This design comes from an exercise in tuning for small area, a short achievable clock period and few clock cycles per item on the open sky130 flow, not from production work. RTL that was checked went through simulation tests only; none was proved equivalent to the original. No driver is modelled on the clock port, so clock power and skew are understated where the tree is cut down; a real chip needs a root buffer or a tree. Power and IR drop assume default switching activity.

==> run a <==
// desCore
module desCore (
   input logic clk,
   input logic rstN,
   input logic req,
   output logic ack,
   input logic decrypt,
   input logic [desCtrlPkg::BlockW-1:0] block,
   input logic [desCtrlPkg::KeyW-1:0] key,
   output logic [desCtrlPkg::BlockW-1:0] result
);
==> module desControl, before the edit <==
module desControl (
   input logic clk,
   input logic rstN,
   input logic req,
   output logic ack,
   output logic load,
   output logic step,
   output logic hold,
   output logic shiftOne
);
   logic idleQ;
   logic runQ;
   logic doneQ;
   logic [3:0] roundCnt;
   always_ff @(posedge clk)
   begin
      if (!rstN)
      begin
         idleQ <= 1'b1;
         runQ <= 1'b0;
         doneQ <= 1'b0;
      end
      else
      begin
         if (idleQ && req)
         begin
            idleQ <= 1'b0;
            runQ <= 1'b1;
         end
         if (runQ && roundCnt == 4'd15)
         begin
            runQ <= 1'b0;
            doneQ <= 1'b1;
         end
         if (doneQ && !req)
         begin
            doneQ <= 1'b0;  
            idleQ <= 1'b1;
         end
      end
   end
   always_ff @(posedge clk)
   begin
      if (!runQ)
         roundCnt <= '0;
      else
         roundCnt <= roundCnt + 1'b1;
   end
   assign load = idleQ;
   assign step = runQ;
   assign hold = doneQ;
   assign shiftOne = (roundCnt == 4'd0) || (roundCnt == 4'd7) || (roundCnt == 4'd14);
   assign ack = doneQ;
endmodule
==> flow/config.mk <==
export PLATFORM = sky130hd
export DESIGN_NAME = desCore
export DESIGN_NICKNAME = desCore
export VERILOG_FILES = /design/flow/design.v
export SDC_FILE = /design/flow/constraint.sdc
export NUM_CORES = 4
export LEC_CHECK = 0
export ABC_AREA = 1
export CAP_MARGIN = 20
export CORE_MARGIN = 2
export CORE_UTILIZATION = 60
export SLEW_MARGIN = 20
==> flow/constraint.sdc <==
create_clock -name core_clock -period 10.0 [get_ports {clk}]
set_input_delay 2.0000 -clock core_clock [delete_from_list [all_inputs] [get_ports {clk}]]
set_output_delay 2.0000 -clock core_clock [all_outputs]
set_load 0.01 [all_outputs]
standard.sh (not shown) runs the stock make flow with config.mk's settings and CLKGATE_MAP_FILE= SYNTH_SCRIPT=/design/flow/synth_recipe.tcl, a recipe that flattens the netlist after the stock synthesis.
==> flow/flow/run.sh <==
#!/bin/bash
# ORFS layout through the standard.sh, with these changes:
#  - synthesis runs flow/synth.tcl (the standard flow's script with the ABC script of
#    flow/logic.abc, no adder extraction, no quick abc pass);
#  - plain buffers on the ports instead of the default delay-cell buffers;
#  - the make variables in flow/make_args (repair targets);
#  - a two-level balanced clock tree (flow/tree_cts.tcl, run as the PRE_CTS hook) in
#    place of TritonCTS's H-tree.
# Each tool's output goes to a log file in this folder.
set -euo pipefail
here=$(pwd)
export MY_ABC_SCRIPT=$here/flow/logic.abc
export PRE_CTS_TCL=$here/flow/tree_cts.tcl
export BUFFER_PORTS_ARGS="-buffer_cell sky130_fd_sc_hd__buf_1"
sed "s#SYNTH_SCRIPT=[^ ]*#SYNTH_SCRIPT=$here/flow/synth.tcl#" standard.sh > my_standard.sh
bash my_standard.sh $(cat flow/make_args) finish > standard.log 2>&1
==> flow/flow/logic.abc <==
strash
dc2
dch -f
amap
topo
stime -c
Other scripts of this flow, unchanged in this note and not shown: flow/flow/make_args, flow/flow/synth.tcl, flow/flow/tree_cts.tcl
==> run b (differences from run a) <==
==> flow/flow/logic.abc (replaced) <==
strash
&get -n
&dc2
&dc2
&dch -f
&nf -a -R 1000 -F 8 -A 8 -C 32
&put
==> run c (differences from run a) <==
--- a/flow/design.v
+++ b/flow/design.v
@@ -1157,2 +1157,3 @@
    logic doneQ;
+   logic ackQ;  
    logic [3:0] roundCnt;
@@ -1187,2 +1188,11 @@
    begin
+      if (!rstN)
+         ackQ <= 1'b0;
+      else if (runQ && roundCnt == 4'd15)
+         ackQ <= 1'b1;
+      else if (ackQ && !req)
+         ackQ <= 1'b0;
+   end
+   always_ff @(posedge clk)
+   begin
       if (!runQ)
@@ -1196,3 +1206,3 @@
    assign shiftOne = (roundCnt == 4'd0) || (roundCnt == 4'd7) || (roundCnt == 4'd14);
-   assign ack = doneQ;
+   assign ack = ackQ;
 endmodule
==> flow/flow/logic.abc (replaced) <==
strash
&get -n
&dc2
&dc2
&dch -f
&nf -a -R 1000 -F 8 -A 8 -C 32
&put
Settings changed: CORE_UTILIZATION 60 to 50.
==> summary of the runs <==
In run c the sequential share of layout area is higher than in run b, by 0.30 points. Worst setup slack, highest first: run c, run a, run b. The lowest via count belongs to run c, the highest to run a. Synthesized cell count: run a > run c > run b.
Testbench counts of run a, summed over its fixed seeds: cycles 7,680, items 384.
Testbench counts of run b, summed over its fixed seeds: cycles 7,680, items 384.
Testbench counts of run c, summed over its fixed seeds: cycles 7,680, items 384.
In every run of this note, the design's own scripts or RTL, not TritonCTS, make the clock network.

* * *

==> exp/harbor <==
Starting RTL as in the previous note.
clock: 10.0 ns
lec_check: 0
abc_area: 1
cap_margin: 20
core_margin: 2
core_utilization: 60
slew_margin: 20
==> flow/flow/run.sh <==
#!/bin/bash
# ORFS layout through the standard.sh, with these changes:
#  - synthesis runs flow/synth.tcl (the standard flow's script with the ABC script of
#    flow/logic.abc, no adder extraction, no quick abc pass);
#  - plain buffers on the ports instead of the default delay-cell buffers;
#  - the make variables in flow/make_args (repair targets).
# Each tool's output goes to a log file in this folder.
set -euo pipefail
here=$(pwd)
export MY_ABC_SCRIPT=$here/flow/logic.abc
export BUFFER_PORTS_ARGS="-buffer_cell sky130_fd_sc_hd__buf_2"
sed "s#SYNTH_SCRIPT=[^ ]*#SYNTH_SCRIPT=$here/flow/synth.tcl#" standard.sh > my_standard.sh
bash my_standard.sh $(cat flow/make_args) finish > standard.log 2>&1
==> flow/flow/logic.abc <==
strash
dc2
dch -f
amap
topo
stime -c
==> flow/flow/make_args <==
SETUP_SLACK_MARGIN=7
==> flow/flow/synth.tcl <==
# The standard flow's synthesis (synth_recipe.tcl) with three changes: Yosys's quick
# abc pass inside synth is skipped, half/full adders are not extracted (so
# the final ABC run sees all the logic), and ABC runs the script named in
# MY_ABC_SCRIPT instead of ORFS's area script.
proc synth {args} { yosys synth -nofsm -noshare -noabc {*}$args }
proc extract_fa {args} { }
proc abc {args} {
  set i [lsearch -exact $args -script]
  if {$i >= 0} { lset args [expr {$i + 1}] $::env(MY_ABC_SCRIPT) }
  yosys abc {*}$args
}
source $::env(SCRIPTS_DIR)/synth.tcl
# left out here: clear keep_hierarchy, flatten, clean up, hide names made inside functions, write 1_2_yosys.v
==> exp/garnet (differences from exp/harbor) <==
--- a/flow/design.v
+++ b/flow/design.v
@@ -1155,6 +1155,7 @@
    logic idleQ;
    logic runQ;
    logic doneQ;
+   logic ackQ;  
    logic [3:0] roundCnt;
    always_ff @(posedge clk)
    begin
@@ -1185,6 +1186,15 @@
    end
    always_ff @(posedge clk)
    begin
+      if (!rstN)
+         ackQ <= 1'b0;
+      else if (runQ && roundCnt == 4'd15)
+         ackQ <= 1'b1;
+      else if (ackQ && !req)
+         ackQ <= 1'b0;
+   end
+   always_ff @(posedge clk)
+   begin
       if (!runQ)
          roundCnt <= '0;
       else
@@ -1194,7 +1204,7 @@
    assign step = runQ;
    assign hold = doneQ;
    assign shiftOne = (roundCnt == 4'd0) || (roundCnt == 4'd7) || (roundCnt == 4'd14);
-   assign ack = doneQ;
+   assign ack = ackQ;
 endmodule
 module desCore (
    input logic clk,
==> flow/flow/run.sh (replaced) <==
#!/bin/bash
# ORFS layout through the standard.sh, with these changes:
#  - synthesis runs flow/synth.tcl (the standard flow's script with the ABC script of
#    flow/logic.abc, no adder extraction, no quick abc pass);
#  - plain buffers on the ports instead of the default delay-cell buffers;
#  - the make variables in flow/make_args (repair targets);
#  - a two-level balanced clock tree (flow/tree_cts.tcl, run as the PRE_CTS hook) in
#    place of TritonCTS's H-tree.
# Each tool's output goes to a log file in this folder.
set -euo pipefail
here=$(pwd)
export MY_ABC_SCRIPT=$here/flow/logic.abc
export PRE_CTS_TCL=$here/flow/tree_cts.tcl
export BUFFER_PORTS_ARGS="-buffer_cell sky130_fd_sc_hd__buf_1"
sed "s#SYNTH_SCRIPT=[^ ]*#SYNTH_SCRIPT=$here/flow/synth.tcl#" standard.sh > my_standard.sh
bash my_standard.sh $(cat flow/make_args) finish > standard.log 2>&1
==> flow/flow/logic.abc (replaced) <==
strash
&get -n
&dc2
&dc2
&dch -f
&nf -a -R 1000 -F 8 -A 8 -C 32
&put
==> flow/flow/make_args (replaced) <==
SETUP_SLACK_MARGIN=6.9
==> flow/flow/tree_cts.tcl (new file) <==
set block [ord::get_db_block]
set db [ord::get_db]
set root_master [$db findMaster sky130_fd_sc_hd__clkbuf_4]
set leaf_master [$db findMaster sky130_fd_sc_hd__clkbuf_8]
set clk_net [$block findNet clk]
set sinks {}
foreach it [$clk_net getITerms] {
  set bb [[$it getInst] getBBox]
  lappend sinks [list $it [expr {([$bb xMin] + [$bb xMax]) / 2}] [expr {([$bb yMin] + [$bb yMax]) / 2}]]
}
puts "tree_cts: [llength $sinks] clock sinks"

proc bisect {items depth axis} {
  if {$depth == 0} { return [list $items] }
  set sorted [lsort -integer -index $axis $items]
  set h [expr {[llength $sorted] / 2}]
  set next [expr {$axis == 1 ? 2 : 1}]
  return [concat [bisect [lrange $sorted 0 [expr {$h - 1}]] [expr {$depth - 1}] $next] \
                 [bisect [lrange $sorted $h end] [expr {$depth - 1}] $next]]
}

proc centre {pts} {
  set sx 0; set sy 0
  foreach p $pts { incr sx [lindex $p 1]; incr sy [lindex $p 2] }
  return [list [expr {$sx / [llength $pts]}] [expr {$sy / [llength $pts]}]]
}

proc add_buf {block master name in_net x y} {
  set net [odb::dbNet_create $block ${name}_net]
  $net setSigType CLOCK
  set buf [odb::dbInst_create $block $master $name]
  [$buf findITerm A] connect $in_net
  [$buf findITerm X] connect $net
  $buf setLocation $x $y
  $buf setPlacementStatus PLACED
  return $net
}

set leaves [bisect $sinks 3 1]
for {set r 0} {$r < 4} {incr r} {
  set ga [lindex $leaves [expr {2 * $r}]]
  set gb [lindex $leaves [expr {2 * $r + 1}]]
  lassign [centre [concat $ga $gb]] rx ry
  set root_net [add_buf $block $root_master clkbuf_root_$r $clk_net $rx $ry]
  foreach g [list $ga $gb] k {0 1} {
    lassign [centre $g] lx ly
    set leaf_net [add_buf $block $leaf_master clkbuf_leaf_${r}_$k $root_net $lx $ly]
    foreach s $g {
      set it [lindex $s 0]
      $it disconnect
      $it connect $leaf_net
    }
    puts "tree_cts: leaf ${r}_$k drives [llength $g] sinks"
  }
}
$clk_net setSigType CLOCK
global_connect
rename clock_tree_synthesis ""
proc clock_tree_synthesis {args} {
  puts "tree_cts: clock_tree_synthesis skipped (tree built in the PRE_CTS hook)"
  set_propagated_clock [all_clocks]
}
==> impl_metrics.toml <==
[layout]
syn2layout_area_growth_pct = 31.58

[status]
status = "no timing/DRC/antenna violations"

[power]
total_power_mw = 3.095

[synth]
ys_ff_latch = 128

[sta]
fin_crit_sh = 0.3029
skew_ns = 0.01052
(the above is from exp/harbor)
==> impl_metrics.toml <==
[critical_path]
startpoint = "uDataPath.rReg[3]"

[power]
p_int_mw = 1.580

[sta]
skew_ns = 0.02141
fin_crit_sh = 0.3117

[layout]
syn2layout_area_growth_pct = 15.65

[status]
status = "no timing/DRC/antenna violations"
(the above is from exp/garnet)
Testbench counts of exp/harbor, summed over its fixed seeds: cycles 7,680, items 384.
Testbench counts of exp/garnet, summed over its fixed seeds: cycles 7,680, items 384.
The clock cells of exp/garnet come from the design's own scripts or RTL, not from TritonCTS.

* * *

==> build 90 <==
desCore, a different RTL version from the one above (not shown whole).
Settings: LEC_CHECK=0, ABC_AREA=1, CAP_MARGIN=20, CORE_MARGIN=2, CORE_UTILIZATION=60, CTS_CLUSTER_DIAMETER=500, CTS_CLUSTER_SIZE=32, SLEW_MARGIN=20; clock period 10.0 ns.
==> flow/flow/run.sh <==
#!/bin/bash
# ORFS layout through the standard.sh, with these changes:
#  - synthesis runs flow/synth.tcl (the standard flow's script with the ABC script of
#    flow/logic.abc, no adder extraction, no quick abc pass);
#  - plain buffers on the ports instead of the default delay-cell buffers;
#  - the make variables in flow/make_args (repair targets).
# Each tool's output goes to a log file in this folder.
set -euo pipefail
here=$(pwd)
export MY_ABC_SCRIPT=$here/flow/logic.abc
export BUFFER_PORTS_ARGS="-buffer_cell sky130_fd_sc_hd__buf_2"
sed "s#SYNTH_SCRIPT=[^ ]*#SYNTH_SCRIPT=$here/flow/synth.tcl#" standard.sh > my_standard.sh
bash my_standard.sh $(cat flow/make_args) finish > standard.log 2>&1
==> flow/flow/logic.abc <==
strash
dc2
dch -f
amap
topo
stime -c
==> flow/flow/make_args <==
SETUP_SLACK_MARGIN=7
Scripts as last shown in full above: flow/flow/synth.tcl
==> inputs of build 86, as changes to build 90 <==
==> flow/flow/make_args (replaced) <==
SETUP_SLACK_MARGIN=7.4
- CORE_UTILIZATION: 60 -> 40
- CTS_CLUSTER_DIAMETER: 500 -> default
- CTS_CLUSTER_SIZE: 32 -> default
==> notes <==
Against build 86, the routed wire length of build 90 is smaller by about 18%.
Between build 86 and build 90, the lower final cell count is in build 90 (gap about 15%, measured against build 90).
Between build 86 and build 90, the lower first-iteration DRC count is in build 86 (gap 15%, measured against build 90).
Against build 86, the clock power of build 90 is larger by about 3%.
Of build 90 and build 86, build 86 has the higher die area (gap about 33%, measured against build 86).
Testbench counts of build 90, summed over its fixed seeds: cycles 7,680, items 384.
Testbench counts of build 86, summed over its fixed seeds: cycles 7,680, items 384.

* * *

==> 12-22 <==
desCore, a different RTL version from the one above (not shown whole).
export LEC_CHECK = 0
export ABC_AREA = 1
export CAP_MARGIN = 20
export CORE_MARGIN = 2
export CORE_UTILIZATION = 40
export SLEW_MARGIN = 20
create_clock -name core_clock -period 10.0 [get_ports {clk}]
==> flow/flow/make_args <==
SETUP_SLACK_MARGIN=7
Scripts as last shown in full above: flow/flow/run.sh, flow/flow/logic.abc, flow/flow/synth.tcl
==> inputs of 03-14, as changes to 12-22 <==
--- a/flow/flow/run.sh
+++ b/flow/flow/run.sh
@@ -9,5 +9,5 @@
 here=$(pwd)
 export MY_ABC_SCRIPT=$here/flow/logic.abc
-export BUFFER_PORTS_ARGS="-buffer_cell sky130_fd_sc_hd__buf_2"
+export BUFFER_PORTS_ARGS="-buffer_cell sky130_fd_sc_hd__buf_1"
 sed "s#SYNTH_SCRIPT=[^ ]*#SYNTH_SCRIPT=$here/flow/synth.tcl#" standard.sh > my_standard.sh
 bash my_standard.sh $(cat flow/make_args) finish > standard.log 2>&1
--- a/flow/config.mk
+++ b/flow/config.mk
@@ -10,3 +10,4 @@
 export CORE_MARGIN = 2
 export CORE_UTILIZATION = 40
+export CTS_BUF_LIST = sky130_fd_sc_hd__clkbuf_8
 export SLEW_MARGIN = 20
==> comparison <==
Synthesized cell count is the same in 03-14 and 12-22.
In die area, 12-22 and 03-14 do not differ.
Between 03-14 and 12-22, the lower worst setup slack is in 03-14 (gap 0.016 ns).
03-14 finished clean. 12-22 ran to the end with no violations.
In 03-14 the first-iteration DRC count is larger than in 12-22, by about 5.5%.
Of 12-22 and 03-14, 03-14 has the higher sequential share of layout area (gap 0.48 points).
Against 12-22, the global-route usage of 03-14 is lower by 0.27 points.
In 03-14 the clock power is smaller than in 12-22, by about 20%.
Against 03-14, the via count of 12-22 is lower by 1.6%.
Against 12-22, the cell count of 03-14 is higher by about 2%.
In 12-22 the clock-buffer cell count is higher than in 03-14, by 1.
In 12-22 the non-clock buffer count is lower than in 03-14, by 36.
==> figures <==
Data arrival time of the critical path: 12-22 1.06 ns; 03-14 1.07 ns
Multi-input logic area: 12-22 0.00605 sq mm; 03-14 0.00605 sq mm
FF/Latch Area: 12-22 0.00264 sq mm; 03-14 0.00271 sq mm
Final worst path period share: 12-22 30.6%; 03-14 30.7%
Static Leak: 12-22 0.00449 uW; 03-14 0.00423 uW
Power of the clock network: 12-22 624 uW; 03-14 495 uW
Result of the run: 12-22 complete, no violations; 03-14 complete, no violations
Clock latency on the worst-skew pair: 12-22 0.44 ns; 03-14 0.47 ns
Number of vias after detailed routing: 12-22 11700; 03-14 11900
Internal Pwr Total: 12-22 1500 uW; 03-14 1420 uW
Logic depth of the worst path, buffers included: 12-22 1; 03-14 2
Post-cts sizing count: 12-22 104; 03-14 199
Placement-stage cell area: 12-22 0.0103 sq mm; 03-14 0.0101 sq mm
Core utilization of the finished layout: 12-22 55.3%; 03-14 55.5%
RePlAce Congestion: 12-22 0.905; 03-14 0.953
Number of cell instances on the worst register-to-register path: 12-22 12; 03-14 16
Power per cell area: 12-22 231 mW/mm^2; 03-14 224 mW/mm^2
CP endpoint: 12-22 result[38]; 03-14 ack
Clock-cell share of area: 12-22 4.73%; 03-14 3.44%
Routed wire per std cell: 12-22 20.0 um; 03-14 19.7 um
Clock power frac: 12-22 22.3%; 03-14 18.2%
Total met2 wirelength after detailed routing: 12-22 17700 um; 03-14 17600 um
NumNets Final: 12-22 1731; 03-14 1767
Function was not checked in any run of this note: the RTL went through the layout flow alone.

-- re-timing with driven ports --
Ports are ideal in the flow. The routed layouts listed here were re-timed in OpenROAD.
Step 1: set_driving_cell puts a clkbuf_16 on clk and a buf_2 on each other input, an assumption about the parent block.
Step 2 times the ports against the registers' clock, not the clock port: input delays grow and output delays shrink by t, the midpoint of the rising clock arrivals with the driver on.
a / b / c = no drivers / after step 1 / after step 2; a / b = the first two.
run | t, ns | setup slack, ns | hold WS [ns] | slew at the worst register clock pin (ns) | worst slew at a driven data input, ns
run a | 0.387 | 7.019 / 6.946 / 6.701 | 0.459 / 0.459 / 0.459 | 0.11 / 0.11 | 0.04
run b | 0.388 | 6.910 / 6.834 / 6.691 | 0.519 / 0.519 / 0.519 | 0.11 / 0.11 | 0.04
run c | 0.387 | 7.042 / 6.969 / 6.774 | 0.466 / 0.466 / 0.466 | 0.12 / 0.12 | 0.09
exp/harbor | 0.472 | 6.971 / 6.925 / 6.660 | 0.460 / 0.460 / 0.460 | 0.06 / 0.06 | 0.04
exp/garnet | 0.378 | 6.883 / 6.811 / 6.661 | 0.478 / 0.478 / 0.478 | 0.11 / 0.11 | 0.05
build 90 | 0.476 | 6.973 / 6.930 / 6.608 | 0.435 / 0.435 / 0.435 | 0.06 / 0.06 | 0.06
build 86 | 0.470 | 7.086 / 7.041 / 6.913 | 0.449 / 0.449 / 0.449 | 0.06 / 0.06 | 0.06
12-22 | 0.477 | 6.942 / 6.892 / 6.551 | 0.443 / 0.443 / 0.443 | 0.07 / 0.07 | 0.04
03-14 | 0.509 | 6.927 / 6.880 / 6.670 | 0.456 / 0.456 / 0.456 | 0.09 / 0.09 | 0.04
After both steps setup and hold are still met in every run listed. For 12-22, which loses most, drivers alone change the setup slack by -0.050 ns; drivers and shift together by -0.391 ns.
